What follows belongs to an exercise in optimizing a design on an open flow for small area, a short achievable clock period and few clock cycles per item; a production flow would make more cautious choices.
In this exercise RTL edits were held to simulation tests only and were not proved equivalent to the original.

Setup of job 103:
==> flow/design.v (excerpt) <==
module execute_stage
#(
  parameter int DATA_W = legv8_pkg::DATA_W_DEFAULT
) (
  input  logic              clk,
  input  logic              reset,
  input  logic              ID_EX_Valid,
  input  logic              ID_EX_RegWrite,
  input  logic              ID_EX_MemRead,
  input  logic              ID_EX_MemWrite,
  input  logic              ID_EX_MemtoReg,
  input  logic              ID_EX_Branch,
  input  logic              ID_EX_ALUSrc,
  input  logic [3:0]        ID_EX_ALUOp,
  input  logic [4:0]        ID_EX_RegisterRd,
  input  logic [DATA_W-1:0] ID_EX_PC,
  input  logic [DATA_W-1:0] ID_EX_ReadData1,
  input  logic [DATA_W-1:0] ID_EX_ReadData2,
  input  logic [DATA_W-1:0] ID_EX_SignExtImm,
  input  logic [1:0]        ForwardA,
  input  logic [1:0]        ForwardB,
  input  logic [DATA_W-1:0] WB_WriteData,
  input  logic              flush,
  output logic              ex_stall,
  output logic              EX_MEM_Valid,
  output logic              EX_MEM_RegWrite,
  output logic              EX_MEM_MemRead,
  output logic              EX_MEM_MemWrite,
  output logic              EX_MEM_MemtoReg,
  output logic              EX_MEM_Branch,
  output logic              EX_MEM_Zero,
  output logic [4:0]        EX_MEM_RegisterRd,
  output logic [DATA_W-1:0] EX_MEM_ALUResult,
  output logic [DATA_W-1:0] EX_MEM_WriteData,
  output logic [DATA_W-1:0] EX_MEM_BranchTarget
);
  logic        r_busy;        
  logic fa_ex, fa_wb, fa_rf, fb_ex, fb_wb, fb_rf;
  logic [63:0] w_op_a, w_fwd_b, w_op_b;
  assign fa_ex = (ForwardA == FWD_EXMEM);
  assign fa_wb = (ForwardA == FWD_WB);
  assign fb_ex = (ForwardB == FWD_EXMEM);
  assign fb_wb = (ForwardB == FWD_WB);
  fwd_same u_fa_rf (.i_f(ForwardA), .o_same(fa_rf));
  fwd_same u_fb_rf (.i_f(ForwardB), .o_same(fb_rf));
  logic [63:0] w_a_exwb, w_b_exwb, w_ob_exwb, w_ob_imrf;
  vec_ao22 u_a1  (.i_s1(fa_ex), .i_x1(EX_MEM_ALUResult), .i_s2(fa_wb), .i_x2(WB_WriteData),
                  .o_y(w_a_exwb));
  vec_ao21 u_a2  (.i_t(w_a_exwb), .i_s(fa_rf), .i_x(ID_EX_ReadData1), .o_y(w_op_a));
  vec_ao22 u_b1  (.i_s1(fb_ex), .i_x1(EX_MEM_ALUResult), .i_s2(fb_wb), .i_x2(WB_WriteData),
                  .o_y(w_b_exwb));
  vec_ao21 u_b2  (.i_t(w_b_exwb), .i_s(fb_rf), .i_x(ID_EX_ReadData2), .o_y(w_fwd_b));
  vec_ao22 u_ob1 (.i_s1(!ID_EX_ALUSrc && fb_ex), .i_x1(EX_MEM_ALUResult),
  ...
For scale: about 550 I/O pins, ~58000 um2 of cells after synthesis.
==> flow/config.mk <==
export PLATFORM = sky130hd
export DESIGN_NAME = execute_stage
export DESIGN_NICKNAME = execute_stage
export VERILOG_FILES = /design/flow/design.v
export SDC_FILE = /design/flow/constraint.sdc
export NUM_CORES = 4
export LEC_CHECK = 0
export CAP_MARGIN = 30
export CORE_MARGIN = 2
export CORE_UTILIZATION = 40
export SETUP_SLACK_MARGIN = 4.0
export SLEW_MARGIN = 30
export SYNTH_HIERARCHICAL = 1
export SYNTH_MINIMUM_KEEP_SIZE = 0
export TNS_END_PERCENT = 10
==> flow/constraint.sdc <==
create_clock -name core_clock -period 10.0 [get_ports {clk}]
set_input_delay 2.0000 -clock core_clock [delete_from_list [all_inputs] [get_ports {clk}]]
set_output_delay 2.0000 -clock core_clock [all_outputs]
set_load 0.01 [all_outputs]
standard.sh (not shown) runs the stock make flow with config.mk's settings and CLKGATE_MAP_FILE= SYNTH_SCRIPT=/design/flow/synth_recipe.tcl, a recipe that flattens the netlist after the stock synthesis.
==> flow/flow/run.sh <==
#!/bin/bash
# The standard layout, with every input and output port buffered by a buf_1
# (the default port buffer is a slow delay buffer); the resizer upsizes the
# ones on critical paths. Make's full output goes to flow_make.log here;
# ORFS's per-step logs stay under orfs/logs/.
set -euo pipefail
bash standard.sh BUFFER_PORTS_ARGS="-buffer_cell sky130_fd_sc_hd__buf_1" finish > flow_make.log 2>&1
Job 103 went all the way through synthesis, placement and routing and the layout is clean on timing, DRC and antenna.
Testbench counts of job 103, summed over its fixed seeds: cycles 6,499, instrs 4,800.
The inputs of job 104 differ from those of job 103 as listed below.
Settings: a change of CAP_MARGIN from 30 to 20; a change of CORE_UTILIZATION from 40 to 45; a change of SLEW_MARGIN from 30 to 20.
Findings:
| pin slew with the least headroom to its limit | lower: job 103 |
The setup slack of job 104 is smaller than that of job 103.
Diff job 103 -> job 104: post-route cell area went up 310 um2, estimated wirelength of the detail-placed design went down about 6%.
Between job 103 and job 104, the difference in remaining antenna violation count after routing is negligible.
Job 104: number of antenna violations at the first check in global routing higher than job 103
Run comparison: job 103 last element of the critical path EX_MEM_ALUResult[18]; job 104 last element of the critical path r_two[7]
The final layout from job 104, which completed every stage, passed the timing, DRC and antenna checks at the end of the flow.
The sequential share of layout area was comparable across job 103 and job 104.

==> afterwards: timing with drivers on the ports <==
In the flow no input, the clock included, has a driving cell. The finished layouts below were timed again as built, in two steps. Step 1 sets driving cells, clkbuf_16 on the clock port and buf_2 on the other inputs (assumed; they add their load-dependent delay and slew). Step 2 times the ports against the registers' clock, not the clock port: input delays grow and output delays shrink by t, the midpoint of the rising clock arrivals with the driver on. Slacks: no drivers / after step 1 / after step 2; pairs: no drivers / after step 1.
| run | t, ns | setup WS [ns] | worst setup path after step 2 | worst data-port slew with drivers (ns) | pins driven straight from the clock port |
|---|---|---|---|---|---|
| job 103 | 0.754 | 3.589 / 3.623 / 2.879 | input to register | 0.17 | 1 |
| job 104 | 0.754 | 3.154 / 3.206 / 2.452 | input to register | 0.26 | 1 |
After both steps every run listed still meets setup and hold. For job 103, which loses most, drivers alone change the setup slack by +0.034 ns; drivers and shift together by -0.710 ns.
